Source: an optimization exercise on an open RTL-to-GDS flow (aim: small area, a short achievable clock period and few clock cycles). Production flows keep margins and buffers that such runs may drop. RTL that was checked went through simulation tests only; none was proved equivalent to the original. Power figures rest on the tool's default switching activity, not on a simulated workload.

Setup of R:
// n_queens_backtrack_search
module n_queens_backtrack_search
#(
  parameter int MAX_QUEENS = DEF_MAX_QUEENS
) (
  input  logic                   clk,
  input  logic                   rst_n,
  input  logic                   cfg_valid,
  output logic                   cfg_ready,
  input  logic [CFG_IDX_W-1:0]   cfg_index,
  input  logic [CFG_DATA_W-1:0]  cfg_data,
  input  logic                   in_tvalid,
  output logic                   in_tready,
  input  logic [IN_TDATA_W-1:0]  in_tdata,    
  output logic                   out_tvalid,
  input  logic                   out_tready,
  output logic [OUT_TDATA_W-1:0] out_tdata,
  output logic                   out_tlast
);
Size: ~2200 cells after synthesis, roughly 250 flip-flops, about 66 I/O pins, roughly 16000 um^2 of cells after synthesis.
==> flow/config.mk <==
export PLATFORM = sky130hd
export DESIGN_NAME = n_queens_backtrack_search
export DESIGN_NICKNAME = n_queens_backtrack_search
export VERILOG_FILES = /design/flow/design.v
export SDC_FILE = /design/flow/constraint.sdc
export NUM_CORES = 4
export LEC_CHECK = 0
export ABC_AREA = 1
export CAP_MARGIN = 20
export CORE_MARGIN = 2
export CORE_UTILIZATION = 40
export CTS_CLUSTER_DIAMETER = 100
export CTS_CLUSTER_SIZE = 30
export SETUP_SLACK_MARGIN = 5
export SLEW_MARGIN = 20
export TNS_END_PERCENT = 0
==> flow/constraint.sdc <==
create_clock -name core_clock -period 10.0 [get_ports {clk}]
set_input_delay 2.0000 -clock core_clock [delete_from_list [all_inputs] [get_ports {clk}]]
set_output_delay 2.0000 -clock core_clock [all_outputs]
set_load 0.01 [all_outputs]
run.sh (not shown) runs the stock make flow with config.mk's settings and CLKGATE_MAP_FILE= SYNTH_SCRIPT=/design/flow/synth_recipe.tcl, a recipe that flattens the netlist after the stock synthesis.
R went all the way through the flow, and no timing, DRC or antenna check failed.
Testbench counts of R, summed over its fixed seeds: cycles 172,077.
### R -> P
Settings: CTS_CLUSTER_DIAMETER no longer set, was 100; CTS_CLUSTER_SIZE no longer set, was 30; CTS_BUF_LIST now sky130_fd_sc_hd__clkbuf_8, previously not set.
### Flow results
Share of the final layout cell area in sequential cells was lower in the run labelled P. Combinational cell fraction of total power: P vs R down 3.8 points. Compared with R, P shows a higher power share of the clock group. Measured against each other, P and R differ in post-cts resize count, the lower figure coming from P. Layout overhead on the synthesized area ends up lower on R. [compare] base=R new=P: utilization after layout moved up, critical path depth moved down, wire length of the first global-routing pass moved up. Final cell area: P above R. What R reported for post-layout total power has to be multiplied by 1.07 to get the figure for P. Smallest setup slack after layout: P vs R down 84 ps.

---

## branch juniper
Another version of the RTL of n_queens_backtrack_search (not shown whole).
Size in the first run: ~2300 cells after synthesis, roughly 270 flip-flops, ~17000 um^2 of cells after synthesis.
make LEC_CHECK=0 ABC_AREA=1 CAP_MARGIN=20 CORE_MARGIN=2 CORE_UTILIZATION=40 SETUP_SLACK_MARGIN=5 SLEW_MARGIN=20 finish   # period 10.0 ns
branch juniper finished end to end and its layout was clean on timing, DRC and antenna.
Inputs modified between branch juniper and branch delta:
Settings: putting ABC_CLOCK_PERIOD_IN_PS at 4000 where nothing was set; clearing ABC_AREA, which used to be 1.
## What came out
- Both conditions hold for branch delta: the flow ran to the end and the final layout passed the timing, DRC and antenna checks.
- Across both runs, fraction of power consumed by sequential logic was higher for branch delta than for branch juniper.
- NOTE: estimated wirelength of the detail-placed design in branch delta falls short of that of branch juniper
- Changes observed in branch delta relative to branch juniper: wire length reported by the detailed router dropped 340 um; global router's overall resource usage shows no meaningful change; worst setup slack went down 0.77 ns.
- Delta (branch delta minus branch juniper): netlist area before placement has decreased; number of cells on the critical path increased by 16 relative to the old numbers; clock skew rose 0.028 ns.
- Clock buffer count from CTS shrinks by a few percent when moving from branch juniper to branch delta.
- Post-CTS repair timing setup buffer count (higher): branch delta
Function was not checked in any run of this note: the RTL went through the layout flow alone.

---

## violet
Another version of the RTL of n_queens_backtrack_search (not shown whole).
Size in the first run: about 2100 cells after synthesis, ~270 flip-flops, ~66 I/O pins.
==> flow/config.mk <==
export PLATFORM = sky130hd
export DESIGN_NAME = n_queens_backtrack_search
export DESIGN_NICKNAME = n_queens_backtrack_search
export VERILOG_FILES = /design/flow/design.v
export SDC_FILE = /design/flow/constraint.sdc
export NUM_CORES = 4
export LEC_CHECK = 0
export ABC_CLOCK_PERIOD_IN_PS = 3000
export CAP_MARGIN = 20
export CORE_MARGIN = 2
export CORE_UTILIZATION = 40
export SETUP_SLACK_MARGIN = 5
export SLEW_MARGIN = 20
==> flow/constraint.sdc <==
create_clock -name core_clock -period 10.0 [get_ports {clk}]
set_input_delay 2.0000 -clock core_clock [delete_from_list [all_inputs] [get_ports {clk}]]
set_output_delay 2.0000 -clock core_clock [all_outputs]
set_load 0.01 [all_outputs]
violet: flow completed, timing, DRC and antenna clean
The following lists how onyx was set up differently from violet:
- ABC_CLOCK_PERIOD_IN_PS now 4000, was 3000
--- outcome ---
Across onyx and violet, none had a timing, DRC or antenna violation. As far as worst hold margin is concerned, onyx and violet perform about the same. Compared with violet, in onyx instance count of the mapped netlist now sits at about the same level, worst setup slack now sits at about the same level, clock distribution power now sits at about the same level.
No run of this note included a check of the RTL's function; only the layout flow was run.

---

RTL: one of the versions met above, not the one the previous note started from.
Size: ~2,200 cells after synthesis, roughly 250 flip-flops, about 16,000 µm² of cells after synthesis.
Settings: LEC_CHECK=0, ABC_AREA=1, CAP_MARGIN=20, CORE_MARGIN=2, CORE_UTILIZATION=40, CTS_CLUSTER_DIAMETER=60, CTS_CLUSTER_SIZE=30, SETUP_SLACK_MARGIN=5, SLEW_MARGIN=20, TNS_END_PERCENT=0; clock period 10.0 ns.
Testbench counts at the start, summed over its fixed seeds: cycles 172,077.
Edit:
--- a/flow/config.mk
+++ b/flow/config.mk
@@ -11,4 +11,6 @@
 export CORE_UTILIZATION = 40
-export CTS_CLUSTER_DIAMETER = 60
-export CTS_CLUSTER_SIZE = 30
+export CTS_CLUSTER_DIAMETER = 100
+export CTS_CLUSTER_SIZE = 24
+export GPL_ROUTABILITY_DRIVEN = 0
+export PLACE_DENSITY = 0.75
 export SETUP_SLACK_MARGIN = 5
Result: Non-clock buffer count goes down by 1; total power goes down by 16%; setup slack improved by 0.17 ns.
Edit:
--- a/flow/config.mk
+++ b/flow/config.mk
@@ -11,6 +11,2 @@
 export CORE_UTILIZATION = 40
-export CTS_CLUSTER_DIAMETER = 100
-export CTS_CLUSTER_SIZE = 24
-export GPL_ROUTABILITY_DRIVEN = 0
-export PLACE_DENSITY = 0.75
 export SETUP_SLACK_MARGIN = 5
The changed run produced a clean layout.
Non-clock buffer count came out higher by 1.
Wire length came out higher by 11%.
Count of clock-buffer cells in the layout came out higher by 15.
Power came out higher by 19%.
Edit:
--- a/flow/config.mk
+++ b/flow/config.mk
@@ -11,2 +11,5 @@
 export CORE_UTILIZATION = 40
+export CTS_CLUSTER_DIAMETER = 100
+export CTS_CLUSTER_SIZE = 30
+export PLACE_DENSITY = 0.75
 export SETUP_SLACK_MARGIN = 5
The new run completed without violations.
Non-clock buffer count fell by 5.
Hold slack is better by 0.017 ns.
Fmax goes up by 2.3%.
Via count went down by 0.39%.
Die area is unchanged.
First-iteration DRC count went down by 2.6%.
Edit:
--- a/flow/config.mk
+++ b/flow/config.mk
@@ -10,5 +10,5 @@
 export CORE_MARGIN = 2
-export CORE_UTILIZATION = 40
+export CORE_UTILIZATION = 50
 export CTS_CLUSTER_DIAMETER = 100
-export CTS_CLUSTER_SIZE = 30
+export CTS_CLUSTER_SIZE = 24
 export PLACE_DENSITY = 0.75
- global-route usage came out higher by 7.1 points
- synthesized area is unchanged
- flip-flop and latch count is unchanged
- register-to-register slack degrades by 0.07 ns
- count of clock-buffer cells in the layout came out higher by 4
- fmax came out lower by a few percent
- sequential power barely changes
Edit:
==> flow/flow/run.sh (new file) <==
#!/bin/bash
set -euo pipefail
bash standard.sh SETUP_SLACK_MARGIN=5.5 finish > standard.log 2>&1
==> flow/standard.sh (new file) <==
#!/bin/bash
# synth_recipe.tcl (not shown) runs the flow's synth.tcl, then flattens the netlist and writes it again
# the make line also repeats each setting of config.mk as NAME=value (left out here)
make -C /OpenROAD-flow-scripts/flow DESIGN_CONFIG=/design/flow/config.mk WORK_HOME=/design/flow/orfs CLKGATE_MAP_FILE= SYNTH_SCRIPT=/design/flow/synth_recipe.tcl "${@:-finish}"
--- a/flow/config.mk
+++ b/flow/config.mk
@@ -10,8 +10,4 @@
 export CORE_MARGIN = 2
-export CORE_UTILIZATION = 50
-export CTS_CLUSTER_DIAMETER = 100
-export CTS_CLUSTER_SIZE = 24
-export PLACE_DENSITY = 0.75
+export CORE_UTILIZATION = 40
 export SETUP_SLACK_MARGIN = 5
 export SLEW_MARGIN = 20
-export TNS_END_PERCENT = 0
removed: flow/run.sh
Effect: Total power grows by about a fifth; count of clock-buffer cells in the layout goes up by 11; utilization drops by 6.2 points; critical path depth went up by 4; non-clock buffer count rises by 84; clock power grows by well over a third; synthesized area does not change.

---

lane 1:
n_queens_backtrack_search, a different RTL version from the one above (not shown whole).
For scale: ~17000 µm² of cells after synthesis.
clock: 10.0 ns
lec_check: 0
abc_area: 1
cap_margin: 20
core_margin: 2
core_utilization: 40
setup_slack_margin: 5
slew_margin: 20
Stock flow here: none of the scripts above is used.
Testbench counts of lane 1, summed over its fixed seeds: cycles 172,077.
Here is what was changed in the inputs of lane 2 compared with lane 1.
-- flow/config.mk --
<<< lane 1, line 13
export SLEW_MARGIN = 20
>>> lane 2, line 13
export SLEW_MARGIN = 20
export TNS_END_PERCENT = 0
The final reports for lane 2 and lane 1 show power lower in the former.
Multi-input combinational area share: lane 1 vs lane 2 — no meaningful difference
Post-route minimum period in lane 2 is 0.040 ns higher than in lane 1
Final standard cell area without fillers sits lower in lane 2 than in lane 1.
Number of top-level design ports came out exactly the same in lane 2 and lane 1.
Relative to lane 1, critical path depth has gone up in lane 2.
Lane 1 → lane 2: via count of the first global-routing pass lower, number of nets with antenna violations after routing roughly the same, die boundary height roughly the same, share of cell area taken by flip-flops and latches higher, number of cells in the finished layout apart from fillers lower.

==> port drivers added, routing unchanged <==
The results above use ideal ports. As a check the final layouts listed here were re-extracted and re-timed, cells and wires unchanged. Step 1 assumes that a clkbuf_16 drives the clock port and a buf_2 every other input. Step 2 moves the port delays by t, midway between the first and last clock arrival at a register: inputs arrive t later, outputs are due t later. That takes back most of the time a late clock gives input paths. a / b / c = ideal ports / drivers / drivers and shift; a / b = the first two.
run	t, ns	slack for setup (ns)	clock arrival spread, ns
R	0.549	4.776 / 4.721 / 4.944	0.027 / 0.027
P	0.649	4.692 / 4.636 / 4.799	0.030 / 0.030
branch juniper	0.641	4.980 / 4.926 / 5.200	0.019 / 0.019
branch delta	0.635	4.205 / 4.205 / 4.205	0.047 / 0.047
violet	0.648	3.867 / 3.867 / 3.867	0.032 / 0.032
onyx	0.648	3.867 / 3.867 / 3.867	0.032 / 0.032
the first run of note 4	0.614	4.679 / 4.628 / 4.835	0.048 / 0.048
the second run of note 4	0.550	4.854 / 4.805 / 4.963	0.021 / 0.022
the third run of note 4	0.622	4.723 / 4.662 / 4.902	0.009 / 0.010
the fourth run of note 4	0.566	4.841 / 4.785 / 5.080	0.024 / 0.024
the fifth run of note 4	0.561	4.728 / 4.672 / 5.013	0.025 / 0.024
the sixth run of note 4	0.603	4.793 / 4.740 / 5.085	0.014 / 0.014
lane 1	0.600	4.946 / 4.890 / 5.145	0.019 / 0.020
lane 2	0.595	4.906 / 4.854 / 5.102	0.019 / 0.020
After both steps every run listed still meets setup and hold.
